Background: an optimization exercise with open tools, aiming at small area, a short achievable clock period and few clock cycles per item. Do not read the settings as production practice. At most, simulation tests tie the RTL to the original design; equivalence was not proved. Only the layout flow was run in run 2; the RTL was not checked for function there. Power figures rest on the tool's default switching activity, not on a simulated workload.

## flow/design.v (module list and top-level ports; edited modules follow where they fit)
// module mac_fa: 10 lines
// module mac_aoi21: 3 lines
// module mac_oai21: 3 lines
// module mac_nand2: 3 lines
// module mac_nor2: 3 lines
// module mac_xnor2: 3 lines
// module mac_or2: 3 lines
// module mac_ha: 9 lines
// module wallace_mac: 2019 lines
module wallace_mac (
    input  wire        clk,
    input  wire        arst_n,
    input  wire        req,
    output logic       ack,
    input  wire [15:0] a,
    input  wire [15:0] b,
    input  wire [31:0] acc,
    input  wire        cin,
    output logic [32:0] result
);
  // ...
==> flow/flow/run.sh <==
#!/bin/bash
# The standard layout (the standard.sh: ORFS synthesis, then place and
# route), with two changes to how the layout is made:
#  - the port buffers that global placement inserts on every input and output
#    use a plain buffer cell (buf_2) rather than the delay cell the resizer
#    would pick by default;
#  - after the standard synthesis, the a21oi and nand2 gates that ABC mapped at
#    drive strength 2 start at drive strength 1 (same function and pins); the
#    resizer sizes up again whatever timing needs.
# Each step's full output goes to its own log file in this folder (ORFS's own
# per-step logs stay under orfs/logs/).
set -euo pipefail
export BUFFER_PORTS_ARGS="-buffer_cell sky130_fd_sc_hd__buf_2"
R="$PWD/orfs/results/sky130hd/wallace_mac/base"
bash standard.sh "$R/1_2_yosys.v" > synth_flow.log 2>&1
sed -i -E 's/sky130_fd_sc_hd__(a21oi|nand2)_2 /sky130_fd_sc_hd__\1_1 /' "$R/1_2_yosys.v"
grep -c "sky130_fd_sc_hd__a21oi_1 \|sky130_fd_sc_hd__nand2_1 " "$R/1_2_yosys.v" > downsize.log 2>&1 || true
bash standard.sh > standard_flow.log 2>&1
==> flow/standard.sh <==
#!/bin/bash
# synth_recipe.tcl (not shown) runs the flow's synth.tcl, then flattens the netlist and writes it again
# the make line also repeats each setting of config.mk as NAME=value (left out here)
make -C /OpenROAD-flow-scripts/flow DESIGN_CONFIG=/design/flow/config.mk WORK_HOME=/design/flow/orfs CLKGATE_MAP_FILE= SYNTH_SCRIPT=/design/flow/synth_recipe.tcl "${@:-finish}"
==> flow/config.mk <==
export PLATFORM = sky130hd
export DESIGN_NAME = wallace_mac
export DESIGN_NICKNAME = wallace_mac
export VERILOG_FILES = /design/flow/design.v
export SDC_FILE = /design/flow/constraint.sdc
export NUM_CORES = 4
export LEC_CHECK = 0
export CAP_MARGIN = 20
export CORE_MARGIN = 2
export CORE_UTILIZATION = 40
export CTS_BUF_LIST = sky130_fd_sc_hd__clkbuf_8
export SETUP_SLACK_MARGIN = 2.0
export SLEW_MARGIN = 20
export SYNTH_HIERARCHICAL = 1
export SYNTH_MINIMUM_KEEP_SIZE = 0
==> flow/constraint.sdc <==
create_clock -name core_clock -period 6.0 [get_ports {clk}]
set_input_delay 1.2000 -clock core_clock [delete_from_list [all_inputs] [get_ports {clk}]]
set_output_delay 1.2000 -clock core_clock [all_outputs]
set_load 0.01 [all_outputs]
==> notes.md, run 1 <==
# TYPE chip_impl_metric gauge
chip_impl_metric{name="wl_met3",unit="µm"} 1510
chip_impl_metric{name="grt_max_degree",unit=""} 18
chip_impl_metric{name="core_area",unit="µm²"} 24200
chip_impl_metric{name="synth_warnings",unit=""} 7
chip_impl_info{name="dominant_cells",value="multi-input combinational cells"} 1
chip_impl_metric{name="drc",unit=""} 0
chip_impl_metric{name="die_w",unit="µm"} 161
chip_impl_info{name="worst_setup_path_endpoint",value="result[20]"} 1
chip_impl_metric{name="detailroute.via_count",unit=""} 6406
chip_impl_metric{name="postLayoutCoreUtil",unit="%"} 42.9
chip_impl_metric{name="netSwitchingPower",unit="mW"} 3.13
chip_impl_metric{name="leakage_dissipation",unit="nW"} 4.13
chip_impl_metric{name="post_synth.cell_area_avg",unit="µm²"} 10.3
chip_impl_metric{name="first_global_vias",unit=""} 6880
chip_impl_info{name="path_cells",value="fa_1, ha_4, a21oi_4, o21ai_2, a21oi_2, o21ai_4, buf_6, a21oi_1, xor2_1, buf_2"} 1
chip_impl_info{name="critPathSlowestCell",value="sky130_fd_sc_hd__fa_1"} 1
chip_impl_metric{name="grt_use_total",unit="%"} 18.4
chip_impl_metric{name="critical_path.n_buffers_inverters",unit=""} 2
chip_impl_metric{name="floorplan.tapcells",unit=""} 324
chip_impl_info{name="outcome",value="complete, no violations"} 1
chip_impl_metric{name="floorplan.initialDensity",unit="%"} 40.5
chip_impl_metric{name="layout.non_clock_inverters",unit=""} 77
chip_impl_metric{name="grtUsageMet2",unit="%"} 30.3
chip_impl_metric{name="internal_power",unit="mW"} 3.21
chip_impl_metric{name="postPlaceCellArea",unit="µm²"} 9740
chip_impl_metric{name="power_frac_comb",unit="%"} 78.9
chip_impl_metric{name="globalRouteOverflowTotal",unit=""} 0
chip_impl_metric{name="diode_count",unit=""} 0
chip_impl_metric{name="route.met2.wl",unit="µm"} 11100
Testbench counts, summed over its fixed seeds: cycles 16,000, items 8,000.
==> inputs of run 2 (changes only) <==
--- a/flow/design.v
+++ b/flow/design.v
@@ -33,22 +33,16 @@
     assign y = ~((a | b) & c);
 endmodule
 module mac_nand2 (input wire a, input wire b, output logic y);
     assign y = ~(a & b);
 endmodule
 module mac_nor2 (input wire a, input wire b, output logic y);
     assign y = ~(a | b);
 endmodule
-module mac_xnor2 (input wire a, input wire b, output logic y);
-    assign y = ~(a ^ b);
-endmodule
-module mac_or2 (input wire a, input wire b, output logic y);
-    assign y = a | b;
-endmodule
 module mac_ha (
     input  wire  x,
     input  wire  y,
     output logic s,
     output logic c
 );
     assign s = x ^ y;
     assign c = x & y;
@@ -932,153 +926,178 @@
     wire P1_25;
     wire G1_27;
     wire P1_27;
     wire G1_29;
     wire P1_29;
     wire G1_31;
     wire P1_31;
     wire G2_2;
-    wire i_G1_1;
+    wire i_G1_3;
+    wire i_P1_3;
     wire G2_3;
-    wire i_G1_5;
+    wire i_g0_6;
+    wire i_p0_6;
     wire G2_6;
-    wire i_P1_5;
     wire P2_6;
     wire G2_7;
     wire P2_7;
-    wire i_G1_9;
+    wire i_g0_10;
+    wire i_p0_10;
     wire G2_10;
-    wire i_P1_9;
     wire P2_10;
     wire G2_11;
     wire P2_11;
-    wire i_G1_13;
+    wire i_g0_14;
+    wire i_p0_14;
     wire G2_14;
-    wire i_P1_13;
     wire P2_14;
     wire G2_15;
     wire P2_15;
-    wire i_G1_17;
+    wire i_g0_18;
+    wire i_p0_18;
     wire G2_18;
-    wire i_P1_17;
     wire P2_18;
     wire G2_19;
     wire P2_19;
-    wire i_G1_21;
+    wire i_g0_22;
+    wire i_p0_22;
     wire G2_22;
-    wire i_P1_21;
     wire P2_22;
     wire G2_23;
     wire P2_23;
-    wire i_G1_25;
+    wire i_g0_26;
+    wire i_p0_26;
     wire G2_26;
-    wire i_P1_25;
     wire P2_26;
     wire G2_27;
     wire P2_27;
-    wire i_G1_29;
+    wire i_g0_30;
+    wire i_p0_30;
     wire G2_30;
-    wire i_P1_29;
     wire P2_30;
     wire G2_31;
     wire P2_31;
+    wire i_g0_4;
+    wire i_p0_4;
     wire G3_4;
     wire G3_5;
     wire i_G2_6;
     wire i_P2_6;
     wire G3_6;
+    wire i_G2_7;
+    wire i_P2_7;
     wire G3_7;
     wire G3_12;
     wire P3_12;
+    wire i_G1_13;
+    wire i_P1_13;
     wire G3_13;
     wire P3_13;
-    wire i_G2_14;
-    wire i_P2_14;
     wire G3_14;
     wire P3_14;
     wire G3_15;
     wire P3_15;
     wire G3_20;
     wire P3_20;
+    wire i_G1_21;
+    wire i_P1_21;
     wire G3_21;
     wire P3_21;
-    wire i_G2_22;
-    wire i_P2_22;
     wire G3_22;
     wire P3_22;
     wire G3_23;
     wire P3_23;
     wire G3_28;
     wire P3_28;
+    wire i_G1_29;
+    wire i_P1_29;
     wire G3_29;
     wire P3_29;
-    wire i_G2_30;
-    wire i_P2_30;
     wire G3_30;
     wire P3_30;
     wire G3_31;
     wire P3_31;
-    wire i_g0_8;
-    wire i_p0_8;
     wire G4_8;
+    wire i_G1_9;
+    wire i_P1_9;
     wire G4_9;
     wire G4_10;
-    wire i_G2_11;
-    wire i_P2_11;
     wire G4_11;
+    wire i_G3_12;
+    wire i_P3_12;
     wire G4_12;
+    wire i_G3_13;
+    wire i_P3_13;
     wire G4_13;
+    wire i_G3_14;
+    wire i_P3_14;
     wire G4_14;
+    wire i_G3_15;
+    wire i_P3_15;
     wire G4_15;
     wire i_g0_24;
     wire i_p0_24;
     wire G4_24;
     wire P4_24;
     wire G4_25;
     wire P4_25;
+    wire i_G2_26;
+    wire i_P2_26;
     wire G4_26;
     wire P4_26;
     wire i_G2_27;
     wire i_P2_27;
     wire G4_27;
     wire P4_27;
     wire G4_28;
     wire P4_28;
     wire G4_29;
     wire P4_29;
     wire G4_30;
     wire P4_30;
     wire G4_31;
     wire P4_31;
+    wire i_g0_16;
+    wire i_p0_16;
     wire G5_16;
     wire G5_17;
     wire i_G2_18;
     wire i_P2_18;
     wire G5_18;
+    wire i_G2_19;
+    wire i_P2_19;
     wire G5_19;
-    wire i_G3_20;
-    wire i_P3_20;
     wire G5_20;
-    wire i_G3_21;
-    wire i_P3_21;
     wire G5_21;
-    wire i_G3_22;
-    wire i_P3_22;
     wire G5_22;
-    wire i_G3_23;
-    wire i_P3_23;
     wire G5_23;
+    wire i_G4_24;
+    wire i_P4_24;
     wire G5_24;
+    wire i_G4_25;
+    wire i_P4_25;
     wire G5_25;
+    wire i_G4_26;
+    wire i_P4_26;
     wire G5_26;
+    wire i_G4_27;
+    wire i_P4_27;
     wire G5_27;
+    wire i_G4_28;
+    wire i_P4_28;
     wire G5_28;
+    wire i_G4_29;
+    wire i_P4_29;
     wire G5_29;
+    wire i_G4_30;
+    wire i_P4_30;
     wire G5_30;
+    wire i_G4_31;
+    wire i_P4_31;
     wire G5_31;
     wire s_0;
     wire s_1;
     wire s_2;
     wire s_3;
     wire s_4;
     wire s_5;
     wire s_6;
@@ -1149,38 +1168,40 @@
     logic r_fs_221;
     logic r_fc_220;
     logic r_fs_222;
     logic r_fc_221;
     logic r_g0_10;
     logic r_p0_10;
     logic r_p0_27;
     logic r_g0_27;
+    logic r_i_p0_10;
     logic r_G1_9;
+    logic r_i_g0_10;
     logic r_P1_9;
-    logic r_p0_30;
-    logic r_i_G1_29;
-    logic r_g0_30;
-    logic r_i_P1_29;
-    logic r_P1_31;
+    logic r_i_p0_30;
     logic r_G1_29;
-    logic r_G1_31;
+    logic r_i_g0_30;
     logic r_P1_29;
-    logic r_P2_7;
+    logic r_P1_31;
+    logic r_G1_31;
+    logic r_i_P2_7;
     logic r_G2_3;
-    logic r_G2_7;
+    logic r_i_G2_7;
     logic r_p0_28;
     logic r_g0_28;
-    logic r_i_p0_8;
-    logic r_i_g0_8;
+    logic r_i_P1_29;
+    logic r_i_G1_29;
+    logic r_p0_8;
+    logic r_g0_8;
     logic r_p0_7;
     logic r_G3_6;
-    logic r_p0_8;
     logic r_p0_9;
     logic r_p0_29;
+    logic r_p0_30;
     logic r_p0_31;
     logic r_s_0;
     logic r_s_1;
     logic r_s_2;
     logic r_s_3;
     logic r_s_4;
     logic r_s_5;
     logic r_s_6;
@@ -1548,50 +1569,41 @@
     mac_fa u_fa_73 (.x(nacc_5), .y(pp_0_5), .z(pp_1_4), .s(fs_73), .c(fc_73));
     mac_fa u_fa_74 (.x(nacc_6), .y(pp_0_6), .z(pp_1_5), .s(fs_74), .c(fc_74));
     mac_fa u_fa_75 (.x(pp_2_4), .y(pp_3_3), .z(pp_4_2), .s(fs_75), .c(fc_75));
     mac_fa u_fa_76 (.x(nacc_7), .y(pp_0_7), .z(pp_1_6), .s(fs_76), .c(fc_76));
     mac_fa u_fa_77 (.x(pp_2_5), .y(pp_3_4), .z(pp_4_3), .s(fs_77), .c(fc_77));
     mac_fa u_fa_78 (.x(pp_5_2), .y(pp_6_1), .z(pp_7_0), .s(fs_78), .c(fc_78));
     mac_fa u_fa_79 (.x(pp_2_6), .y(pp_3_5), .z(pp_4_4), .s(fs_79), .c(fc_79));
     mac_fa u_fa_80 (.x(pp_5_3), .y(pp_6_2), .z(pp_7_1), .s(fs_80), .c(fc_80));
-    mac_xnor2 u_ha_1s (.a(pp_8_0), .b(fs_21), .y(hs_1));
-    mac_or2 u_ha_1c (.a(pp_8_0), .b(fs_21), .y(hc_1));
+    mac_fa u_ha_1 (.x(pp_8_0), .y(fs_21), .z(1'b1), .s(hs_1), .c(hc_1));
     mac_fa u_fa_81 (.x(pp_5_4), .y(pp_6_3), .z(pp_7_2), .s(fs_81), .c(fc_81));
     mac_fa u_fa_82 (.x(pp_8_1), .y(pp_9_0), .z(fc_21), .s(fs_82), .c(fc_82));
-    mac_xnor2 u_ha_2s (.a(fs_22), .b(fs_23), .y(hs_2));
-    mac_or2 u_ha_2c (.a(fs_22), .b(fs_23), .y(hc_2));
+    mac_fa u_ha_2 (.x(fs_22), .y(fs_23), .z(1'b1), .s(hs_2), .c(hc_2));
     mac_fa u_fa_83 (.x(pp_8_2), .y(pp_9_1), .z(pp_10_0), .s(fs_83), .c(fc_83));
     mac_fa u_fa_84 (.x(fc_22), .y(fc_23), .z(fs_24), .s(fs_84), .c(fc_84));
-    mac_xnor2 u_ha_3s (.a(fs_25), .b(fs_26), .y(hs_3));
-    mac_or2 u_ha_3c (.a(fs_25), .b(fs_26), .y(hc_3));
+    mac_fa u_ha_3 (.x(fs_25), .y(fs_26), .z(1'b1), .s(hs_3), .c(hc_3));
     mac_fa u_fa_85 (.x(pp_11_0), .y(fc_24), .z(fc_25), .s(fs_85), .c(fc_85));
     mac_fa u_fa_86 (.x(fc_26), .y(fs_27), .z(fs_28), .s(fs_86), .c(fc_86));
-    mac_xnor2 u_ha_4s (.a(fs_29), .b(fs_30), .y(hs_4));
-    mac_or2 u_ha_4c (.a(fs_29), .b(fs_30), .y(hc_4));
+    mac_fa u_ha_4 (.x(fs_29), .y(fs_30), .z(1'b1), .s(hs_4), .c(hc_4));
     mac_fa u_fa_87 (.x(fc_27), .y(fc_28), .z(fc_29), .s(fs_87), .c(fc_87));
     mac_fa u_fa_88 (.x(fc_30), .y(fs_31), .z(fs_32), .s(fs_88), .c(fc_88));
-    mac_xnor2 u_ha_5s (.a(fs_33), .b(fs_34), .y(hs_5));
-    mac_or2 u_ha_5c (.a(fs_33), .b(fs_34), .y(hc_5));
+    mac_fa u_ha_5 (.x(fs_33), .y(fs_34), .z(1'b1), .s(hs_5), .c(hc_5));
     mac_fa u_fa_89 (.x(fc_31), .y(fc_32), .z(fc_33), .s(fs_89), .c(fc_89));
     mac_fa u_fa_90 (.x(fs_35), .y(fs_36), .z(fs_37), .s(fs_90), .c(fc_90));
-    mac_xnor2 u_ha_6s (.a(fc_34), .b(fs_38), .y(hs_6));
-    mac_or2 u_ha_6c (.a(fc_34), .b(fs_38), .y(hc_6));
+    mac_fa u_ha_6 (.x(fc_34), .y(fs_38), .z(1'b1), .s(hs_6), .c(hc_6));
     mac_fa u_fa_91 (.x(fc_35), .y(fc_36), .z(fc_37), .s(fs_91), .c(fc_91));
     mac_fa u_fa_92 (.x(fs_39), .y(fs_40), .z(fc_38), .s(fs_92), .c(fc_92));
-    mac_xnor2 u_ha_7s (.a(fs_41), .b(fs_42), .y(hs_7));
-    mac_or2 u_ha_7c (.a(fs_41), .b(fs_42), .y(hc_7));
+    mac_fa u_ha_7 (.x(fs_41), .y(fs_42), .z(1'b1), .s(hs_7), .c(hc_7));
     mac_fa u_fa_93 (.x(fc_39), .y(fc_40), .z(fs_43), .s(fs_93), .c(fc_93));
     mac_fa u_fa_94 (.x(fs_44), .y(fc_41), .z(fc_42), .s(fs_94), .c(fc_94));
-    mac_xnor2 u_ha_8s (.a(fs_45), .b(fs_46), .y(hs_8));
-    mac_or2 u_ha_8c (.a(fs_45), .b(fs_46), .y(hc_8));
+    mac_fa u_ha_8 (.x(fs_45), .y(fs_46), .z(1'b1), .s(hs_8), .c(hc_8));
     mac_fa u_fa_95 (.x(fc_43), .y(fs_47), .z(fc_44), .s(fs_95), .c(fc_95));
     mac_fa u_fa_96 (.x(fc_45), .y(fc_46), .z(fs_48), .s(fs_96), .c(fc_96));
-    mac_xnor2 u_ha_9s (.a(fs_49), .b(fs_50), .y(hs_9));
-    mac_or2 u_ha_9c (.a(fs_49), .b(fs_50), .y(hc_9));
+    mac_fa u_ha_9 (.x(fs_49), .y(fs_50), .z(1'b1), .s(hs_9), .c(hc_9));
     mac_fa u_fa_97 (.x(fc_47), .y(fs_51), .z(fs_52), .s(fs_97), .c(fc_97));
     mac_fa u_fa_98 (.x(fs_17), .y(fc_48), .z(fc_49), .s(fs_98), .c(fc_98));
     mac_fa u_fa_99 (.x(fc_50), .y(fs_53), .z(fs_54), .s(fs_99), .c(fc_99));
     mac_fa u_fa_100 (.x(fc_51), .y(fc_52), .z(fs_55), .s(fs_100), .c(fc_100));
     mac_fa u_fa_101 (.x(fs_56), .y(fs_19), .z(fs_57), .s(fs_101), .c(fc_101));
     mac_fa u_fa_102 (.x(fc_53), .y(fc_54), .z(fs_58), .s(fs_102), .c(fc_102));
     mac_fa u_fa_103 (.x(fc_55), .y(fc_56), .z(fs_59), .s(fs_103), .c(fc_103));
     mac_fa u_fa_104 (.x(fs_60), .y(fs_61), .z(fs_20), .s(fs_104), .c(fc_104));
@@ -1613,24 +1625,21 @@
     mac_fa u_fa_120 (.x(pp_14_10), .y(pp_15_9), .z(fc_72), .s(fs_120), .c(fc_120));
     mac_fa u_fa_121 (.x(nacc_25), .y(pp_10_15), .z(pp_11_14), .s(fs_121), .c(fc_121));
     mac_fa u_fa_122 (.x(pp_12_13), .y(pp_13_12), .z(pp_14_11), .s(fs_122), .c(fc_122));
     mac_fa u_fa_123 (.x(nacc_26), .y(pp_11_15), .z(pp_12_14), .s(fs_123), .c(fc_123));
     mac_fa u_fa_124 (.x(nacc_3), .y(pp_0_3), .z(pp_1_2), .s(fs_124), .c(fc_124));
     mac_fa u_fa_125 (.x(nacc_4), .y(pp_0_4), .z(pp_1_3), .s(fs_125), .c(fc_125));
     mac_fa u_fa_126 (.x(pp_2_2), .y(pp_3_1), .z(pp_4_0), .s(fs_126), .c(fc_126));
     mac_fa u_fa_127 (.x(pp_2_3), .y(pp_3_2), .z(pp_4_1), .s(fs_127), .c(fc_127));
-    mac_xnor2 u_ha_10s (.a(pp_5_0), .b(fs_73), .y(hs_10));
-    mac_or2 u_ha_10c (.a(pp_5_0), .b(fs_73), .y(hc_10));
+    mac_fa u_ha_10 (.x(pp_5_0), .y(fs_73), .z(1'b1), .s(hs_10), .c(hc_10));
     mac_fa u_fa_128 (.x(pp_5_1), .y(pp_6_0), .z(fc_73), .s(fs_128), .c(fc_128));
-    mac_xnor2 u_ha_11s (.a(fs_74), .b(fs_75), .y(hs_11));
-    mac_or2 u_ha_11c (.a(fs_74), .b(fs_75), .y(hc_11));
+    mac_fa u_ha_11 (.x(fs_74), .y(fs_75), .z(1'b1), .s(hs_11), .c(hc_11));
     mac_fa u_fa_129 (.x(fc_74), .y(fc_75), .z(fs_76), .s(fs_129), .c(fc_129));
-    mac_xnor2 u_ha_12s (.a(fs_77), .b(fs_78), .y(hs_12));
-    mac_or2 u_ha_12c (.a(fs_77), .b(fs_78), .y(hc_12));
+    mac_fa u_ha_12 (.x(fs_77), .y(fs_78), .z(1'b1), .s(hs_12), .c(hc_12));
     mac_fa u_fa_130 (.x(fc_76), .y(fc_77), .z(fc_78), .s(fs_130), .c(fc_130));
     mac_fa u_fa_131 (.x(fs_79), .y(fs_80), .z(hs_1), .s(fs_131), .c(fc_131));
     mac_fa u_fa_132 (.x(fc_79), .y(fc_80), .z(fs_81), .s(fs_132), .c(fc_132));
     mac_fa u_fa_133 (.x(hc_1), .y(hs_2), .z(fs_82), .s(fs_133), .c(fc_133));
     mac_fa u_fa_134 (.x(fc_81), .y(fs_83), .z(hc_2), .s(fs_134), .c(fc_134));
     mac_fa u_fa_135 (.x(hs_3), .y(fc_82), .z(fs_84), .s(fs_135), .c(fc_135));
     mac_fa u_fa_136 (.x(fc_83), .y(hc_3), .z(hs_4), .s(fs_136), .c(fc_136));
     mac_fa u_fa_137 (.x(fc_84), .y(fs_85), .z(fs_86), .s(fs_137), .c(fc_137));
@@ -1692,22 +1701,19 @@
     mac_fa u_fa_193 (.x(fc_160), .y(fs_162), .z(fs_163), .s(fs_193), .c(fc_193));
     mac_fa u_fa_194 (.x(fc_162), .y(fs_164), .z(fs_165), .s(fs_194), .c(fc_194));
     mac_fa u_fa_195 (.x(fs_166), .y(fc_164), .z(fs_167), .s(fs_195), .c(fc_195));
     mac_fa u_fa_196 (.x(fc_166), .y(fs_168), .z(fs_169), .s(fs_196), .c(fc_196));
     mac_fa u_fa_197 (.x(pp_15_13), .y(fc_168), .z(fs_170), .s(fs_197), .c(fc_197));
     mac_fa u_fa_198 (.x(nacc_29), .y(pp_14_15), .z(pp_15_14), .s(fs_198), .c(fc_198));
     mac_fa u_fa_199 (.x(nacc_0), .y(ncin), .z(pp_0_0), .s(fs_199), .c(fc_199));
     mac_fa u_fa_200 (.x(nacc_1), .y(pp_0_1), .z(pp_1_0), .s(fs_200), .c(fc_200));
-    mac_xnor2 u_ha_13s (.a(pp_2_0), .b(fs_171), .y(hs_13));
-    mac_or2 u_ha_13c (.a(pp_2_0), .b(fs_171), .y(hc_13));
-    mac_xnor2 u_ha_14s (.a(fc_171), .b(fs_172), .y(hs_14));
-    mac_or2 u_ha_14c (.a(fc_171), .b(fs_172), .y(hc_14));
-    mac_xnor2 u_ha_15s (.a(fc_172), .b(fs_173), .y(hs_15));
-    mac_or2 u_ha_15c (.a(fc_172), .b(fs_173), .y(hc_15));
+    mac_fa u_ha_13 (.x(pp_2_0), .y(fs_171), .z(1'b1), .s(hs_13), .c(hc_13));
+    mac_fa u_ha_14 (.x(fc_171), .y(fs_172), .z(1'b1), .s(hs_14), .c(hc_14));
+    mac_fa u_ha_15 (.x(fc_172), .y(fs_173), .z(1'b1), .s(hs_15), .c(hc_15));
     mac_fa u_fa_201 (.x(hs_10), .y(fc_173), .z(fs_174), .s(fs_201), .c(fc_201));
     mac_fa u_fa_202 (.x(fs_128), .y(fc_174), .z(fs_175), .s(fs_202), .c(fc_202));
     mac_fa u_fa_203 (.x(fs_129), .y(fc_175), .z(fs_176), .s(fs_203), .c(fc_203));
     mac_fa u_fa_204 (.x(fs_131), .y(fc_176), .z(fs_177), .s(fs_204), .c(fc_204));
     mac_fa u_fa_205 (.x(fs_133), .y(fc_177), .z(fs_178), .s(fs_205), .c(fc_205));
     mac_fa u_fa_206 (.x(fs_135), .y(fc_178), .z(fs_179), .s(fs_206), .c(fc_206));
     mac_fa u_fa_207 (.x(fs_137), .y(fc_179), .z(fs_180), .s(fs_207), .c(fc_207));
     mac_fa u_fa_208 (.x(fs_139), .y(fc_180), .z(fs_181), .s(fs_208), .c(fc_208));
@@ -1759,40 +1765,47 @@
     mac_nand2 u_P1_7 (.a(p0_7), .b(p0_6), .y(P1_7));
     mac_aoi21 u_G1_9 (.a(p0_9), .b(g0_8), .c(g0_9), .y(G1_9));
     mac_nand2 u_P1_9 (.a(p0_9), .b(p0_8), .y(P1_9));
     mac_aoi21 u_G1_29 (.a(p0_29), .b(g0_28), .c(g0_29), .y(G1_29));
     mac_nand2 u_P1_29 (.a(p0_29), .b(p0_28), .y(P1_29));
     mac_aoi21 u_G1_31 (.a(p0_31), .b(g0_30), .c(g0_31), .y(G1_31));
     mac_nand2 u_P1_31 (.a(p0_31), .b(p0_30), .y(P1_31));
     mac_aoi21 u_G2_2 (.a(p0_2), .b(G1_1), .c(g0_2), .y(G2_2));
-    assign i_G1_1 = ~G1_1;
-    mac_oai21 u_G2_3 (.a(P1_3), .b(i_G1_1), .c(G1_3), .y(G2_3));
-    assign i_G1_5 = ~G1_5;
-    mac_aoi21 u_G2_6 (.a(p0_6), .b(i_G1_5), .c(g0_6), .y(G2_6));
-    assign i_P1_5 = ~P1_5;
-    mac_nand2 u_P2_6 (.a(p0_6), .b(i_P1_5), .y(P2_6));
+    assign i_G1_3 = ~G1_3;
+    assign i_P1_3 = ~P1_3;
+    mac_aoi21 u_G2_3 (.a(i_P1_3), .b(G1_1), .c(i_G1_3), .y(G2_3));
+    assign i_g0_6 = ~g0_6;
+    assign i_p0_6 = ~p0_6;
+    mac_oai21 u_G2_6 (.a(i_p0_6), .b(G1_5), .c(i_g0_6), .y(G2_6));
+    mac_nor2 u_P2_6 (.a(i_p0_6), .b(P1_5), .y(P2_6));
     mac_oai21 u_G2_7 (.a(P1_7), .b(G1_5), .c(G1_7), .y(G2_7));
     mac_nor2 u_P2_7 (.a(P1_7), .b(P1_5), .y(P2_7));
-    assign i_G1_29 = ~G1_29;
-    assign i_P1_29 = ~P1_29;
-    mac_aoi21 u_G3_4 (.a(p0_4), .b(G2_3), .c(g0_4), .y(G3_4));
-    mac_aoi21 u_G3_5 (.a(i_P1_5), .b(G2_3), .c(i_G1_5), .y(G3_5));
+    assign i_g0_10 = ~g0_10;
+    assign i_p0_10 = ~p0_10;
+    assign i_g0_30 = ~g0_30;
+    assign i_p0_30 = ~p0_30;
+    assign i_g0_4 = ~g0_4;
+    assign i_p0_4 = ~p0_4;
+    mac_oai21 u_G3_4 (.a(i_p0_4), .b(G2_3), .c(i_g0_4), .y(G3_4));
+    mac_oai21 u_G3_5 (.a(P1_5), .b(G2_3), .c(G1_5), .y(G3_5));
     assign i_G2_6 = ~G2_6;
     assign i_P2_6 = ~P2_6;
-    mac_aoi21 u_G3_6 (.a(i_P2_6), .b(G2_3), .c(i_G2_6), .y(G3_6));
-    assign i_g0_8 = ~g0_8;
-    assign i_p0_8 = ~p0_8;
+    mac_oai21 u_G3_6 (.a(i_P2_6), .b(G2_3), .c(i_G2_6), .y(G3_6));
+    assign i_G2_7 = ~G2_7;
+    assign i_P2_7 = ~P2_7;
+    assign i_G1_29 = ~G1_29;
+    assign i_P1_29 = ~P1_29;
     assign s_0 = ~(p0_0 ^ 1'b1);
     assign s_1 = ~(p0_1 ^ 1'b1);
     assign s_2 = ~(p0_2 ^ G1_1);
     assign s_3 = p0_3 ^ G2_2;
-    assign s_4 = ~(p0_4 ^ G2_3);
-    assign s_5 = p0_5 ^ G3_4;
-    assign s_6 = p0_6 ^ G3_5;
+    assign s_4 = p0_4 ^ G2_3;
+    assign s_5 = ~(p0_5 ^ G3_4);
+    assign s_6 = ~(p0_6 ^ G3_5);
     always_ff @(posedge clk) begin
         r_fs_141 <= fs_141;
         r_fc_181 <= fc_181;
         r_fs_182 <= fs_182;
         r_fs_143 <= fs_143;
         r_fc_182 <= fc_182;
         r_fs_183 <= fs_183;
         r_fs_145 <= fs_145;
@@ -1830,38 +1843,40 @@
         r_fs_221 <= fs_221;
         r_fc_220 <= fc_220;
         r_fs_222 <= fs_222;
         r_fc_221 <= fc_221;
         r_g0_10 <= g0_10;
         r_p0_10 <= p0_10;
         r_p0_27 <= p0_27;
         r_g0_27 <= g0_27;
+        r_i_p0_10 <= i_p0_10;
         r_G1_9 <= G1_9;
+        r_i_g0_10 <= i_g0_10;
         r_P1_9 <= P1_9;
-        r_p0_30 <= p0_30;
-        r_i_G1_29 <= i_G1_29;
-        r_g0_30 <= g0_30;
-        r_i_P1_29 <= i_P1_29;
-        r_P1_31 <= P1_31;
+        r_i_p0_30 <= i_p0_30;
         r_G1_29 <= G1_29;
-        r_G1_31 <= G1_31;
+        r_i_g0_30 <= i_g0_30;
         r_P1_29 <= P1_29;
-        r_P2_7 <= P2_7;
+        r_P1_31 <= P1_31;
+        r_G1_31 <= G1_31;
+        r_i_P2_7 <= i_P2_7;
         r_G2_3 <= G2_3;
-        r_G2_7 <= G2_7;
+        r_i_G2_7 <= i_G2_7;
         r_p0_28 <= p0_28;
         r_g0_28 <= g0_28;
-        r_i_p0_8 <= i_p0_8;
-        r_i_g0_8 <= i_g0_8;
+        r_i_P1_29 <= i_P1_29;
+        r_i_G1_29 <= i_G1_29;
+        r_p0_8 <= p0_8;
+        r_g0_8 <= g0_8;
         r_p0_7 <= p0_7;
         r_G3_6 <= G3_6;
-        r_p0_8 <= p0_8;
         r_p0_9 <= p0_9;
         r_p0_29 <= p0_29;
+        r_p0_30 <= p0_30;
         r_p0_31 <= p0_31;
         r_s_0 <= s_0;
         r_s_1 <= s_1;
         r_s_2 <= s_2;
         r_s_3 <= s_3;
         r_s_4 <= s_4;
         r_s_5 <= s_5;
         r_s_6 <= s_6;
@@ -1921,158 +1936,176 @@
     mac_aoi21 u_G1_21 (.a(p0_21), .b(g0_20), .c(g0_21), .y(G1_21));
     mac_nand2 u_P1_21 (.a(p0_21), .b(p0_20), .y(P1_21));
     mac_aoi21 u_G1_23 (.a(p0_23), .b(g0_22), .c(g0_23), .y(G1_23));
     mac_nand2 u_P1_23 (.a(p0_23), .b(p0_22), .y(P1_23));
     mac_aoi21 u_G1_25 (.a(p0_25), .b(g0_24), .c(g0_25), .y(G1_25));
     mac_nand2 u_P1_25 (.a(p0_25), .b(p0_24), .y(P1_25));
     mac_aoi21 u_G1_27 (.a(r_p0_27), .b(g0_26), .c(r_g0_27), .y(G1_27));
     mac_nand2 u_P1_27 (.a(r_p0_27), .b(p0_26), .y(P1_27));
-    assign i_G1_9 = ~r_G1_9;
-    mac_aoi21 u_G2_10 (.a(r_p0_10), .b(i_G1_9), .c(r_g0_10), .y(G2_10));
-    assign i_P1_9 = ~r_P1_9;
-    mac_nand2 u_P2_10 (.a(r_p0_10), .b(i_P1_9), .y(P2_10));
+    mac_oai21 u_G2_10 (.a(r_i_p0_10), .b(r_G1_9), .c(r_i_g0_10), .y(G2_10));
+    mac_nor2 u_P2_10 (.a(r_i_p0_10), .b(r_P1_9), .y(P2_10));
     mac_oai21 u_G2_11 (.a(P1_11), .b(r_G1_9), .c(G1_11), .y(G2_11));
     mac_nor2 u_P2_11 (.a(P1_11), .b(r_P1_9), .y(P2_11));
-    assign i_G1_13 = ~G1_13;
-    mac_aoi21 u_G2_14 (.a(p0_14), .b(i_G1_13), .c(g0_14), .y(G2_14));
-    assign i_P1_13 = ~P1_13;
-    mac_nand2 u_P2_14 (.a(p0_14), .b(i_P1_13), .y(P2_14));
+    assign i_g0_14 = ~g0_14;
+    assign i_p0_14 = ~p0_14;
+    mac_oai21 u_G2_14 (.a(i_p0_14), .b(G1_13), .c(i_g0_14), .y(G2_14));
+    mac_nor2 u_P2_14 (.a(i_p0_14), .b(P1_13), .y(P2_14));
     mac_oai21 u_G2_15 (.a(P1_15), .b(G1_13), .c(G1_15), .y(G2_15));
     mac_nor2 u_P2_15 (.a(P1_15), .b(P1_13), .y(P2_15));
-    assign i_G1_17 = ~G1_17;
-    mac_aoi21 u_G2_18 (.a(p0_18), .b(i_G1_17), .c(g0_18), .y(G2_18));
-    assign i_P1_17 = ~P1_17;
-    mac_nand2 u_P2_18 (.a(p0_18), .b(i_P1_17), .y(P2_18));
+    assign i_g0_18 = ~g0_18;
+    assign i_p0_18 = ~p0_18;
+    mac_oai21 u_G2_18 (.a(i_p0_18), .b(G1_17), .c(i_g0_18), .y(G2_18));
+    mac_nor2 u_P2_18 (.a(i_p0_18), .b(P1_17), .y(P2_18));
     mac_oai21 u_G2_19 (.a(P1_19), .b(G1_17), .c(G1_19), .y(G2_19));
     mac_nor2 u_P2_19 (.a(P1_19), .b(P1_17), .y(P2_19));
-    assign i_G1_21 = ~G1_21;
-    mac_aoi21 u_G2_22 (.a(p0_22), .b(i_G1_21), .c(g0_22), .y(G2_22));
-    assign i_P1_21 = ~P1_21;
-    mac_nand2 u_P2_22 (.a(p0_22), .b(i_P1_21), .y(P2_22));
+    assign i_g0_22 = ~g0_22;
+    assign i_p0_22 = ~p0_22;
+    mac_oai21 u_G2_22 (.a(i_p0_22), .b(G1_21), .c(i_g0_22), .y(G2_22));
+    mac_nor2 u_P2_22 (.a(i_p0_22), .b(P1_21), .y(P2_22));
     mac_oai21 u_G2_23 (.a(P1_23), .b(G1_21), .c(G1_23), .y(G2_23));
     mac_nor2 u_P2_23 (.a(P1_23), .b(P1_21), .y(P2_23));
-    assign i_G1_25 = ~G1_25;
-    mac_aoi21 u_G2_26 (.a(p0_26), .b(i_G1_25), .c(g0_26), .y(G2_26));
-    assign i_P1_25 = ~P1_25;
-    mac_nand2 u_P2_26 (.a(p0_26), .b(i_P1_25), .y(P2_26));
+    assign i_g0_26 = ~g0_26;
+    assign i_p0_26 = ~p0_26;
+    mac_oai21 u_G2_26 (.a(i_p0_26), .b(G1_25), .c(i_g0_26), .y(G2_26));
+    mac_nor2 u_P2_26 (.a(i_p0_26), .b(P1_25), .y(P2_26));
     mac_oai21 u_G2_27 (.a(P1_27), .b(G1_25), .c(G1_27), .y(G2_27));
     mac_nor2 u_P2_27 (.a(P1_27), .b(P1_25), .y(P2_27));
-    mac_aoi21 u_G2_30 (.a(r_p0_30), .b(r_i_G1_29), .c(r_g0_30), .y(G2_30));
-    mac_nand2 u_P2_30 (.a(r_p0_30), .b(r_i_P1_29), .y(P2_30));
+    mac_oai21 u_G2_30 (.a(r_i_p0_30), .b(r_G1_29), .c(r_i_g0_30), .y(G2_30));
+    mac_nor2 u_P2_30 (.a(r_i_p0_30), .b(r_P1_29), .y(P2_30));
     mac_oai21 u_G2_31 (.a(r_P1_31), .b(r_G1_29), .c(r_G1_31), .y(G2_31));
     mac_nor2 u_P2_31 (.a(r_P1_31), .b(r_P1_29), .y(P2_31));
-    mac_aoi21 u_G3_7 (.a(r_P2_7), .b(r_G2_3), .c(r_G2_7), .y(G3_7));
+    mac_oai21 u_G3_7 (.a(r_i_P2_7), .b(r_G2_3), .c(r_i_G2_7), .y(G3_7));
     mac_aoi21 u_G3_12 (.a(p0_12), .b(G2_11), .c(g0_12), .y(G3_12));
     mac_nand2 u_P3_12 (.a(p0_12), .b(P2_11), .y(P3_12));
+    assign i_G1_13 = ~G1_13;
+    assign i_P1_13 = ~P1_13;
     mac_aoi21 u_G3_13 (.a(i_P1_13), .b(G2_11), .c(i_G1_13), .y(G3_13));
     mac_nand2 u_P3_13 (.a(i_P1_13), .b(P2_11), .y(P3_13));
-    assign i_G2_14 = ~G2_14;
-    assign i_P2_14 = ~P2_14;
-    mac_aoi21 u_G3_14 (.a(i_P2_14), .b(G2_11), .c(i_G2_14), .y(G3_14));
-    mac_nand2 u_P3_14 (.a(i_P2_14), .b(P2_11), .y(P3_14));
+    mac_aoi21 u_G3_14 (.a(P2_14), .b(G2_11), .c(G2_14), .y(G3_14));
+    mac_nand2 u_P3_14 (.a(P2_14), .b(P2_11), .y(P3_14));
     mac_aoi21 u_G3_15 (.a(P2_15), .b(G2_11), .c(G2_15), .y(G3_15));
     mac_nand2 u_P3_15 (.a(P2_15), .b(P2_11), .y(P3_15));
     mac_aoi21 u_G3_20 (.a(p0_20), .b(G2_19), .c(g0_20), .y(G3_20));
     mac_nand2 u_P3_20 (.a(p0_20), .b(P2_19), .y(P3_20));
+    assign i_G1_21 = ~G1_21;
+    assign i_P1_21 = ~P1_21;
     mac_aoi21 u_G3_21 (.a(i_P1_21), .b(G2_19), .c(i_G1_21), .y(G3_21));
     mac_nand2 u_P3_21 (.a(i_P1_21), .b(P2_19), .y(P3_21));
-    assign i_G2_22 = ~G2_22;
-    assign i_P2_22 = ~P2_22;
-    mac_aoi21 u_G3_22 (.a(i_P2_22), .b(G2_19), .c(i_G2_22), .y(G3_22));
-    mac_nand2 u_P3_22 (.a(i_P2_22), .b(P2_19), .y(P3_22));
+    mac_aoi21 u_G3_22 (.a(P2_22), .b(G2_19), .c(G2_22), .y(G3_22));
+    mac_nand2 u_P3_22 (.a(P2_22), .b(P2_19), .y(P3_22));
     mac_aoi21 u_G3_23 (.a(P2_23), .b(G2_19), .c(G2_23), .y(G3_23));
     mac_nand2 u_P3_23 (.a(P2_23), .b(P2_19), .y(P3_23));
     mac_aoi21 u_G3_28 (.a(r_p0_28), .b(G2_27), .c(r_g0_28), .y(G3_28));
     mac_nand2 u_P3_28 (.a(r_p0_28), .b(P2_27), .y(P3_28));
     mac_aoi21 u_G3_29 (.a(r_i_P1_29), .b(G2_27), .c(r_i_G1_29), .y(G3_29));
     mac_nand2 u_P3_29 (.a(r_i_P1_29), .b(P2_27), .y(P3_29));
-    assign i_G2_30 = ~G2_30;
-    assign i_P2_30 = ~P2_30;
-    mac_aoi21 u_G3_30 (.a(i_P2_30), .b(G2_27), .c(i_G2_30), .y(G3_30));
-    mac_nand2 u_P3_30 (.a(i_P2_30), .b(P2_27), .y(P3_30));
+    mac_aoi21 u_G3_30 (.a(P2_30), .b(G2_27), .c(G2_30), .y(G3_30));
+    mac_nand2 u_P3_30 (.a(P2_30), .b(P2_27), .y(P3_30));
     mac_aoi21 u_G3_31 (.a(P2_31), .b(G2_27), .c(G2_31), .y(G3_31));
     mac_nand2 u_P3_31 (.a(P2_31), .b(P2_27), .y(P3_31));
-    mac_oai21 u_G4_8 (.a(r_i_p0_8), .b(G3_7), .c(r_i_g0_8), .y(G4_8));
-    mac_oai21 u_G4_9 (.a(r_P1_9), .b(G3_7), .c(r_G1_9), .y(G4_9));
-    mac_oai21 u_G4_10 (.a(P2_10), .b(G3_7), .c(G2_10), .y(G4_10));
-    assign i_G2_11 = ~G2_11;
-    assign i_P2_11 = ~P2_11;
-    mac_oai21 u_G4_11 (.a(i_P2_11), .b(G3_7), .c(i_G2_11), .y(G4_11));
-    mac_oai21 u_G4_12 (.a(P3_12), .b(G3_7), .c(G3_12), .y(G4_12));
-    mac_oai21 u_G4_13 (.a(P3_13), .b(G3_7), .c(G3_13), .y(G4_13));
-    mac_oai21 u_G4_14 (.a(P3_14), .b(G3_7), .c(G3_14), .y(G4_14));
-    mac_oai21 u_G4_15 (.a(P3_15), .b(G3_7), .c(G3_15), .y(G4_15));
+    mac_aoi21 u_G4_8 (.a(r_p0_8), .b(G3_7), .c(r_g0_8), .y(G4_8));
+    assign i_G1_9 = ~r_G1_9;
+    assign i_P1_9 = ~r_P1_9;
+    mac_aoi21 u_G4_9 (.a(i_P1_9), .b(G3_7), .c(i_G1_9), .y(G4_9));
+    mac_aoi21 u_G4_10 (.a(P2_10), .b(G3_7), .c(G2_10), .y(G4_10));
+    mac_aoi21 u_G4_11 (.a(P2_11), .b(G3_7), .c(G2_11), .y(G4_11));
+    assign i_G3_12 = ~G3_12;
+    assign i_P3_12 = ~P3_12;
+    mac_aoi21 u_G4_12 (.a(i_P3_12), .b(G3_7), .c(i_G3_12), .y(G4_12));
+    assign i_G3_13 = ~G3_13;
+    assign i_P3_13 = ~P3_13;
+    mac_aoi21 u_G4_13 (.a(i_P3_13), .b(G3_7), .c(i_G3_13), .y(G4_13));
+    assign i_G3_14 = ~G3_14;
+    assign i_P3_14 = ~P3_14;
+    mac_aoi21 u_G4_14 (.a(i_P3_14), .b(G3_7), .c(i_G3_14), .y(G4_14));
+    assign i_G3_15 = ~G3_15;
+    assign i_P3_15 = ~P3_15;
+    mac_aoi21 u_G4_15 (.a(i_P3_15), .b(G3_7), .c(i_G3_15), .y(G4_15));
     assign i_g0_24 = ~g0_24;
     assign i_p0_24 = ~p0_24;
     mac_oai21 u_G4_24 (.a(i_p0_24), .b(G3_23), .c(i_g0_24), .y(G4_24));
     mac_nor2 u_P4_24 (.a(i_p0_24), .b(P3_23), .y(P4_24));
     mac_oai21 u_G4_25 (.a(P1_25), .b(G3_23), .c(G1_25), .y(G4_25));
     mac_nor2 u_P4_25 (.a(P1_25), .b(P3_23), .y(P4_25));
-    mac_oai21 u_G4_26 (.a(P2_26), .b(G3_23), .c(G2_26), .y(G4_26));
-    mac_nor2 u_P4_26 (.a(P2_26), .b(P3_23), .y(P4_26));
+    assign i_G2_26 = ~G2_26;
+    assign i_P2_26 = ~P2_26;
+    mac_oai21 u_G4_26 (.a(i_P2_26), .b(G3_23), .c(i_G2_26), .y(G4_26));
+    mac_nor2 u_P4_26 (.a(i_P2_26), .b(P3_23), .y(P4_26));
     assign i_G2_27 = ~G2_27;
     assign i_P2_27 = ~P2_27;
     mac_oai21 u_G4_27 (.a(i_P2_27), .b(G3_23), .c(i_G2_27), .y(G4_27));
     mac_nor2 u_P4_27 (.a(i_P2_27), .b(P3_23), .y(P4_27));
     mac_oai21 u_G4_28 (.a(P3_28), .b(G3_23), .c(G3_28), .y(G4_28));
     mac_nor2 u_P4_28 (.a(P3_28), .b(P3_23), .y(P4_28));
     mac_oai21 u_G4_29 (.a(P3_29), .b(G3_23), .c(G3_29), .y(G4_29));
     mac_nor2 u_P4_29 (.a(P3_29), .b(P3_23), .y(P4_29));
     mac_oai21 u_G4_30 (.a(P3_30), .b(G3_23), .c(G3_30), .y(G4_30));
     mac_nor2 u_P4_30 (.a(P3_30), .b(P3_23), .y(P4_30));
     mac_oai21 u_G4_31 (.a(P3_31), .b(G3_23), .c(G3_31), .y(G4_31));
     mac_nor2 u_P4_31 (.a(P3_31), .b(P3_23), .y(P4_31));
-    mac_aoi21 u_G5_16 (.a(p0_16), .b(G4_15), .c(g0_16), .y(G5_16));
-    mac_aoi21 u_G5_17 (.a(i_P1_17), .b(G4_15), .c(i_G1_17), .y(G5_17));
+    assign i_g0_16 = ~g0_16;
+    assign i_p0_16 = ~p0_16;
+    mac_oai21 u_G5_16 (.a(i_p0_16), .b(G4_15), .c(i_g0_16), .y(G5_16));
+    mac_oai21 u_G5_17 (.a(P1_17), .b(G4_15), .c(G1_17), .y(G5_17));
     assign i_G2_18 = ~G2_18;
     assign i_P2_18 = ~P2_18;
-    mac_aoi21 u_G5_18 (.a(i_P2_18), .b(G4_15), .c(i_G2_18), .y(G5_18));
-    mac_aoi21 u_G5_19 (.a(P2_19), .b(G4_15), .c(G2_19), .y(G5_19));
-    assign i_G3_20 = ~G3_20;
-    assign i_P3_20 = ~P3_20;
-    mac_aoi21 u_G5_20 (.a(i_P3_20), .b(G4_15), .c(i_G3_20), .y(G5_20));
-    assign i_G3_21 = ~G3_21;
-    assign i_P3_21 = ~P3_21;
-    mac_aoi21 u_G5_21 (.a(i_P3_21), .b(G4_15), .c(i_G3_21), .y(G5_21));
-    assign i_G3_22 = ~G3_22;
-    assign i_P3_22 = ~P3_22;
-    mac_aoi21 u_G5_22 (.a(i_P3_22), .b(G4_15), .c(i_G3_22), .y(G5_22));
-    assign i_G3_23 = ~G3_23;
-    assign i_P3_23 = ~P3_23;
-    mac_aoi21 u_G5_23 (.a(i_P3_23), .b(G4_15), .c(i_G3_23), .y(G5_23));
-    mac_aoi21 u_G5_24 (.a(P4_24), .b(G4_15), .c(G4_24), .y(G5_24));
-    mac_aoi21 u_G5_25 (.a(P4_25), .b(G4_15), .c(G4_25), .y(G5_25));
-    mac_aoi21 u_G5_26 (.a(P4_26), .b(G4_15), .c(G4_26), .y(G5_26));
-    mac_aoi21 u_G5_27 (.a(P4_27), .b(G4_15), .c(G4_27), .y(G5_27));
-    mac_aoi21 u_G5_28 (.a(P4_28), .b(G4_15), .c(G4_28), .y(G5_28));
-    mac_aoi21 u_G5_29 (.a(P4_29), .b(G4_15), .c(G4_29), .y(G5_29));
-    mac_aoi21 u_G5_30 (.a(P4_30), .b(G4_15), .c(G4_30), .y(G5_30));
-    mac_aoi21 u_G5_31 (.a(P4_31), .b(G4_15), .c(G4_31), .y(G5_31));
-    assign s_7 = r_p0_7 ^ r_G3_6;
-    assign s_8 = r_p0_8 ^ G3_7;
-    assign s_9 = ~(r_p0_9 ^ G4_8);
-    assign s_10 = ~(r_p0_10 ^ G4_9);
-    assign s_11 = ~(p0_11 ^ G4_10);
-    assign s_12 = ~(p0_12 ^ G4_11);
-    assign s_13 = ~(p0_13 ^ G4_12);
-    assign s_14 = ~(p0_14 ^ G4_13);
-    assign s_15 = ~(p0_15 ^ G4_14);
-    assign s_16 = ~(p0_16 ^ G4_15);
-    assign s_17 = p0_17 ^ G5_16;
-    assign s_18 = p0_18 ^ G5_17;
-    assign s_19 = p0_19 ^ G5_18;
-    assign s_20 = p0_20 ^ G5_19;
-    assign s_21 = p0_21 ^ G5_20;
-    assign s_22 = p0_22 ^ G5_21;
-    assign s_23 = p0_23 ^ G5_22;
-    assign s_24 = p0_24 ^ G5_23;
-    assign s_25 = p0_25 ^ G5_24;
-    assign s_26 = p0_26 ^ G5_25;
-    assign s_27 = r_p0_27 ^ G5_26;
-    assign s_28 = r_p0_28 ^ G5_27;
-    assign s_29 = r_p0_29 ^ G5_28;
-    assign s_30 = r_p0_30 ^ G5_29;
-    assign s_31 = r_p0_31 ^ G5_30;
-    assign s_32 = 1'b0 ^ G5_31;
+    mac_oai21 u_G5_18 (.a(i_P2_18), .b(G4_15), .c(i_G2_18), .y(G5_18));
+    assign i_G2_19 = ~G2_19;
+    assign i_P2_19 = ~P2_19;
+    mac_oai21 u_G5_19 (.a(i_P2_19), .b(G4_15), .c(i_G2_19), .y(G5_19));
+    mac_oai21 u_G5_20 (.a(P3_20), .b(G4_15), .c(G3_20), .y(G5_20));
+    mac_oai21 u_G5_21 (.a(P3_21), .b(G4_15), .c(G3_21), .y(G5_21));
+    mac_oai21 u_G5_22 (.a(P3_22), .b(G4_15), .c(G3_22), .y(G5_22));
+    mac_oai21 u_G5_23 (.a(P3_23), .b(G4_15), .c(G3_23), .y(G5_23));
+    assign i_G4_24 = ~G4_24;
+    assign i_P4_24 = ~P4_24;
+    mac_oai21 u_G5_24 (.a(i_P4_24), .b(G4_15), .c(i_G4_24), .y(G5_24));
+    assign i_G4_25 = ~G4_25;
+    assign i_P4_25 = ~P4_25;
+    mac_oai21 u_G5_25 (.a(i_P4_25), .b(G4_15), .c(i_G4_25), .y(G5_25));
+    assign i_G4_26 = ~G4_26;
+    assign i_P4_26 = ~P4_26;
+    mac_oai21 u_G5_26 (.a(i_P4_26), .b(G4_15), .c(i_G4_26), .y(G5_26));
+    assign i_G4_27 = ~G4_27;
+    assign i_P4_27 = ~P4_27;
+    mac_oai21 u_G5_27 (.a(i_P4_27), .b(G4_15), .c(i_G4_27), .y(G5_27));
+    assign i_G4_28 = ~G4_28;
+    assign i_P4_28 = ~P4_28;
+    mac_oai21 u_G5_28 (.a(i_P4_28), .b(G4_15), .c(i_G4_28), .y(G5_28));
+    assign i_G4_29 = ~G4_29;
+    assign i_P4_29 = ~P4_29;
+    mac_oai21 u_G5_29 (.a(i_P4_29), .b(G4_15), .c(i_G4_29), .y(G5_29));
+    assign i_G4_30 = ~G4_30;
+    assign i_P4_30 = ~P4_30;
+    mac_oai21 u_G5_30 (.a(i_P4_30), .b(G4_15), .c(i_G4_30), .y(G5_30));
+    assign i_G4_31 = ~G4_31;
+    assign i_P4_31 = ~P4_31;
+    mac_oai21 u_G5_31 (.a(i_P4_31), .b(G4_15), .c(i_G4_31), .y(G5_31));
+    assign s_7 = ~(r_p0_7 ^ r_G3_6);
+    assign s_8 = ~(r_p0_8 ^ G3_7);
+    assign s_9 = r_p0_9 ^ G4_8;
+    assign s_10 = r_p0_10 ^ G4_9;
+    assign s_11 = p0_11 ^ G4_10;
+    assign s_12 = p0_12 ^ G4_11;
+    assign s_13 = p0_13 ^ G4_12;
+    assign s_14 = p0_14 ^ G4_13;
+    assign s_15 = p0_15 ^ G4_14;
+    assign s_16 = p0_16 ^ G4_15;
+    assign s_17 = ~(p0_17 ^ G5_16);
+    assign s_18 = ~(p0_18 ^ G5_17);
+    assign s_19 = ~(p0_19 ^ G5_18);
+    assign s_20 = ~(p0_20 ^ G5_19);
+    assign s_21 = ~(p0_21 ^ G5_20);
+    assign s_22 = ~(p0_22 ^ G5_21);
+    assign s_23 = ~(p0_23 ^ G5_22);
+    assign s_24 = ~(p0_24 ^ G5_23);
+    assign s_25 = ~(p0_25 ^ G5_24);
+    assign s_26 = ~(p0_26 ^ G5_25);
+    assign s_27 = ~(r_p0_27 ^ G5_26);
+    assign s_28 = ~(r_p0_28 ^ G5_27);
+    assign s_29 = ~(r_p0_29 ^ G5_28);
+    assign s_30 = ~(r_p0_30 ^ G5_29);
+    assign s_31 = ~(r_p0_31 ^ G5_30);
+    assign s_32 = ~(1'b0 ^ G5_31);
     assign result = {s_32, s_31, s_30, s_29, s_28, s_27, s_26, s_25, s_24, s_23, s_22, s_21, s_20, s_19, s_18, s_17, s_16, s_15, s_14, s_13, s_12, s_11, s_10, s_9, s_8, s_7, r_s_6, r_s_5, r_s_4, r_s_3, r_s_2, r_s_1, r_s_0};
 endmodule
 `default_nettype wire
==> flow/flow/run.sh (replaced) <==
#!/bin/bash
# The standard layout (the standard.sh: ORFS synthesis and place and route,
# unchanged), except that the port buffers that global placement inserts on
# every input and output use a plain buffer cell rather than the delay cell
# the resizer would pick by default.
set -euo pipefail
export BUFFER_PORTS_ARGS="-buffer_cell ${PORT_BUFFER:-sky130_fd_sc_hd__buf_2}"
bash standard.sh > standard_flow.log 2>&1
==> notes.md, run 2 <==
# TYPE chip_impl_metric gauge
chip_impl_info{name="outcome",value="complete, no violations"} 1
chip_impl_metric{name="globalRouteOverflowTotal",unit=""} 0
chip_impl_info{name="cp_top_family",value="adder cells"} 1
chip_impl_metric{name="internal_power",unit="mW"} 3.26
chip_impl_metric{name="fin_crit_sh",unit="%"} 66.1
chip_impl_metric{name="final-setup-viol-count",unit=""} 0
chip_impl_metric{name="power_frac_clock",unit="%"} 6.5
chip_impl_metric{name="maxClockFrequency",unit="MHz"} 252
chip_impl_metric{name="power_frac_comb",unit="%"} 78.6
chip_impl_metric{name="postPlaceCellArea",unit="µm²"} 10300
chip_impl_metric{name="synthToLayoutAreaGrowth",unit="%"} 7.46
chip_impl_metric{name="drt-initial-drc-count",unit=""} 448
chip_impl_info{name="cts_root_buffer",value="sky130_fd_sc_hd__clkbuf_8"} 1
chip_impl_metric{name="cts_buffer_depth",unit=""} 2
chip_impl_metric{name="floorplan.die_area",unit="µm²"} 27000
chip_impl_info{name="rsz0062_at_grt",value="yes"} 1
chip_impl_metric{name="die_w",unit="µm"} 164
chip_impl_metric{name="post_synth.cell_area_avg",unit="µm²"} 10.5
chip_impl_info{name="final_common_cell",value="sky130_fd_sc_hd__nand2_1"} 1
chip_impl_metric{name="drc",unit=""} 0
chip_impl_metric{name="tightestPinTransition",unit="ns"} 0.584
chip_impl_metric{name="power.sequential.fraction",unit="%"} 14.9
chip_impl_metric{name="critical_path.n_buffers_inverters",unit=""} 3
chip_impl_metric{name="routed_wire_length_per_instance",unit="µm"} 17.2
chip_impl_metric{name="cts_made_buffers",unit=""} 9
chip_impl_metric{name="synth_warnings",unit=""} 7
chip_impl_metric{name="stdcell_area",unit="µm²"} 11100
chip_impl_metric{name="port_buffers",unit=""} 101
chip_impl_metric{name="grt_use_total",unit="%"} 18.6
chip_impl_metric{name="antenna_found_initial",unit=""} 0
chip_impl_info{name="crit_path_start_kind",value="flop"} 1
chip_impl_metric{name="route.final.wire_length",unit="µm"} 23500
chip_impl_metric{name="postSynth.asyncResetShare",unit="%"} 1.27
chip_impl_metric{name="netSwitchingPower",unit="mW"} 3.10
chip_impl_metric{name="gpl.final_weighted_congestion",unit=""} 0.884
chip_impl_info{name="min-delay-path-class",value="in -> async"} 1
chip_impl_info{name="synth.top_cells.by_count",value="266 x sky130_fd_sc_hd__nand2_1, 241 x sky130_fd_sc_hd__fa_1, 104 x sky130_fd_sc_hd__inv_1"} 1
chip_impl_metric{name="cp_num_cells",unit=""} 11
chip_impl_metric{name="floorplan.initialDensity",unit="%"} 40.8
chip_impl_metric{name="drtAntennaViolNets",unit=""} 0
chip_impl_metric{name="timing.max_cap.violations",unit=""} 0
chip_impl_metric{name="firstDrtPassIters",unit=""} 5
chip_impl_metric{name="critPathMaxStageDelay",unit="ns"} 0.64
chip_impl_metric{name="cells_after_synth",unit=""} 977
chip_impl_metric{name="diode_count",unit=""} 0
chip_impl_metric{name="core_area",unit="µm²"} 25300
chip_impl_metric{name="yosysTopAreaCellShare",unit="%"} 46.9
chip_impl_info{name="path_cells",value="fa_2, ha_4, a21oi_2, o21ai_1, a21oi_2, inv_1, a21oi_4, buf_12, o21ai_1, xnor2_1, buf_2"} 1
chip_impl_metric{name="vdd_ir_drop_max",unit="µV"} 394
chip_impl_info{name="crit_path_end_kind",value="output pin"} 1
chip_impl_metric{name="synth_edf_count",unit=""} 0
chip_impl_info{name="layout.cells.most_common_list",value="260 x sky130_fd_sc_hd__nand2_1, 234 x sky130_fd_sc_hd__fa_1, 105 x sky130_fd_sc_hd__inv_1"} 1
chip_impl_metric{name="switching_fraction",unit="%"} 48.7
chip_impl_info{name="netlist.top_cell.by_area",value="sky130_fd_sc_hd__fa_1"} 1
chip_impl_metric{name="seq_area_frac_synth",unit="%"} 15.4
chip_impl_info{name="yosysMostFrequentCell",value="sky130_fd_sc_hd__nand2_1"} 1
chip_impl_metric{name="timing.slew.headroom",unit="%"} 60.8
chip_impl_metric{name="finalNonFillerCells",unit=""} 1362
chip_impl_metric{name="clk_pin_slew_worst_paths",unit="ns"} 0.09
chip_impl_metric{name="synthesis.area",unit="µm²"} 10300
chip_impl_info{name="tritoncts",value="built"} 1
chip_impl_info{name="synth_top_cells_by_area",value="sky130_fd_sc_hd__fa_1 47%, sky130_fd_sc_hd__dfxtp_1 15%, sky130_fd_sc_hd__nand2_1 9.7%"} 1
chip_impl_metric{name="tritoncts_num_sinks",unit=""} 79
chip_impl_metric{name="vias_per_cell",unit=""} 4.87
chip_impl_metric{name="placement_rows",unit=""} 58
chip_impl_info{name="timing_worst_setup_path_type",value="reg -> out"} 1
chip_impl_metric{name="timing_max_transition_violations_final",unit=""} 0
chip_impl_metric{name="min_period",unit="ns"} 3.97
chip_impl_metric{name="cts-htree-levels",unit=""} 3
chip_impl_info{name="critPathSlowestCell",value="sky130_fd_sc_hd__fa_2"} 1
chip_impl_metric{name="design.portCount",unit=""} 102
chip_impl_metric{name="net_count_reported_at_finish",unit=""} 1377
chip_impl_metric{name="final_critical_path_setup_slack",unit="ns"} 2.03
chip_impl_metric{name="detailroute.via_count",unit=""} 6627
chip_impl_metric{name="yosys.cell_types.count",unit=""} 17
chip_impl_metric{name="cp.arrival",unit="ns"} 2.77
chip_impl_metric{name="worst_path_required",unit="ns"} 4.80
chip_impl_metric{name="grt_max_degree",unit=""} 18
chip_impl_metric{name="post-place-cells",unit=""} 1326
chip_impl_metric{name="worstPathMaxFanout",unit=""} 17
chip_impl_metric{name="final_layout_size_suffix_gt1_share",unit="%"} 21.4
chip_impl_metric{name="detailedPlacementHpwl",unit="µm"} 18300
chip_impl_metric{name="grt_first_pass_wirelength",unit="µm"} 38300
chip_impl_metric{name="postCtsHoldBufs",unit=""} 0
chip_impl_metric{name="leakage_dissipation",unit="nW"} 4.44
chip_impl_metric{name="floorplan.die.height",unit="µm"} 164
chip_impl_info{name="postSynth.topFlopCell",value="sky130_fd_sc_hd__dfxtp_1"} 1
chip_impl_metric{name="first_global_vias",unit=""} 7372
chip_impl_metric{name="ys_ff_latch",unit=""} 79
chip_impl_metric{name="worst_slack_placed",unit="ns"} 1.41
chip_impl_metric{name="power_density",unit="nW/µm²"} 575
chip_impl_metric{name="fin_setup_tns",unit="ns"} 0
chip_impl_metric{name="hold_violations",unit=""} 0
-- run 2: repair_timing --
item / in CTS / in global routing
pin swaps: 3 / 13
gates cloned: 1 / 0
buffers inserted: 1 / 18
endpoints found under the setup margin: 24 / 36
endpoints found under the hold margin: 0 / 0
resized for setup: 25 / 62
-- run 2: worst max path at each step --
stage / from / to / slack, ns
after floorplan: b[8] / r_i_p0_10$_DFF_P_ / 1.85
after global placement: a[0] / r_G1_9$_DFF_P_ / 1.46
after detailed placement: a[0] / r_G1_9$_DFF_P_ / 1.41
after CTS: r_fc_186$_DFF_P_ / result[28] / 2.00
after global routing: r_fs_145$_DFF_P_ / result[28] / 1.88
final: r_fc_183$_DFF_P_ / result[28] / 2.03
-- run 2: cell type report --
type	instances	area [µm²]
clock buffer	9	124
inverter	104	390
tap	330	413
fill	2397	14200
clock inverter	7	71.3
multi-input combinational	712	7600
timing repair buffer	121	866
sequential	79	1590
-- run 2: per-stage QoR --
step | hold WS [ns] | util (%) | total power, mW
global route | 0.563 | 43.8 | 7.09
detailed placement | 0.978 | 40.9 | 5.41
floorplan | 0.904 | - | 4.78
CTS | 0.562 | 42.1 | 6.11
global placement | 0.975 | 40.9 | 5.31
finish | 0.578 | 43.8 | 6.36
-- run 2: per-layer routing --
metal	wire [µm]	vias up	part of all wire (%)	GRT usage, %
met5	0	-	0	0
met4	678	0	2.9	5.57
met3	2060	36	8.8	4.70
met2	11100	275	47	30.3
met1	9590	3378	41	24.7
li1	-	2938	-	-
-- run 2: cells by family after synthesis --
| kind of cell | share of synthesized area [%] |
|---|---|
| and+or+nand+nor | 11.5 |
| adders and majority gates | 51.9 |
| buffers and inverters | 13.4 |
| AOI/OAI and AO/OA | 5.19 |
| DFF | 15.4 |
| xor gates and xnor gates | 2.55 |
| other | 0.0364 |
-- run 2: modules after synthesis, one instance, submodules excluded --
module       times used  flip-flops and latches  cells
wallace_mac           1                      79    608
mac_aoi21            37                       0      1
mac_nor2             22                       0      1
mac_nand2            27                       0      1
mac_oai21            42                       0      1
mac_fa              241                       0      1
-- run 2: power groups by stage --
| stage | combinational (mW) | clock (mW) | sequential (mW) |
|---|---|---|---|
| 5_1_grt | 5.67 | 0.450 | 0.974 |
| 6_report | 5.00 | 0.414 | 0.945 |
| 3_5_place_dp | 4.45 | 0 | 0.957 |
| 3_3_place_gp | 4.36 | 0 | 0.954 |
| 4_1_cts | 4.74 | 0.431 | 0.947 |
| 2_1_floorplan | 3.86 | 0 | 0.922 |

port drivers added, routing unchanged:
How much do the figures lean on ideal ports? The routed layouts below were timed once more, with nothing changed but the port constraints.
Step 1 sets driving cells, clkbuf_16 on the clock port and buf_2 on the other inputs (assumed; they add their load-dependent delay and slew).
Step 2 moves the port delays by t, midway between the first and last clock arrival at a register: inputs arrive t later, outputs are due t later. That takes back most of the time a late clock gives input paths.
Three values: no drivers, after step 1, after step 2; two values: the first two.
| run | shift t [ns] | setup WS [ns] | worst setup path at the end |
|---|---|---|---|
| run 1 | 0.418 | 2.061 / 2.018 / 1.682 | input to register |
| run 2 | 0.412 | 2.031 / 1.988 / 1.611 | input to register |
After both steps every run listed still meets setup and hold. For run 2, which loses most, drivers alone change the setup slack by -0.043 ns; drivers and shift together by -0.420 ns.
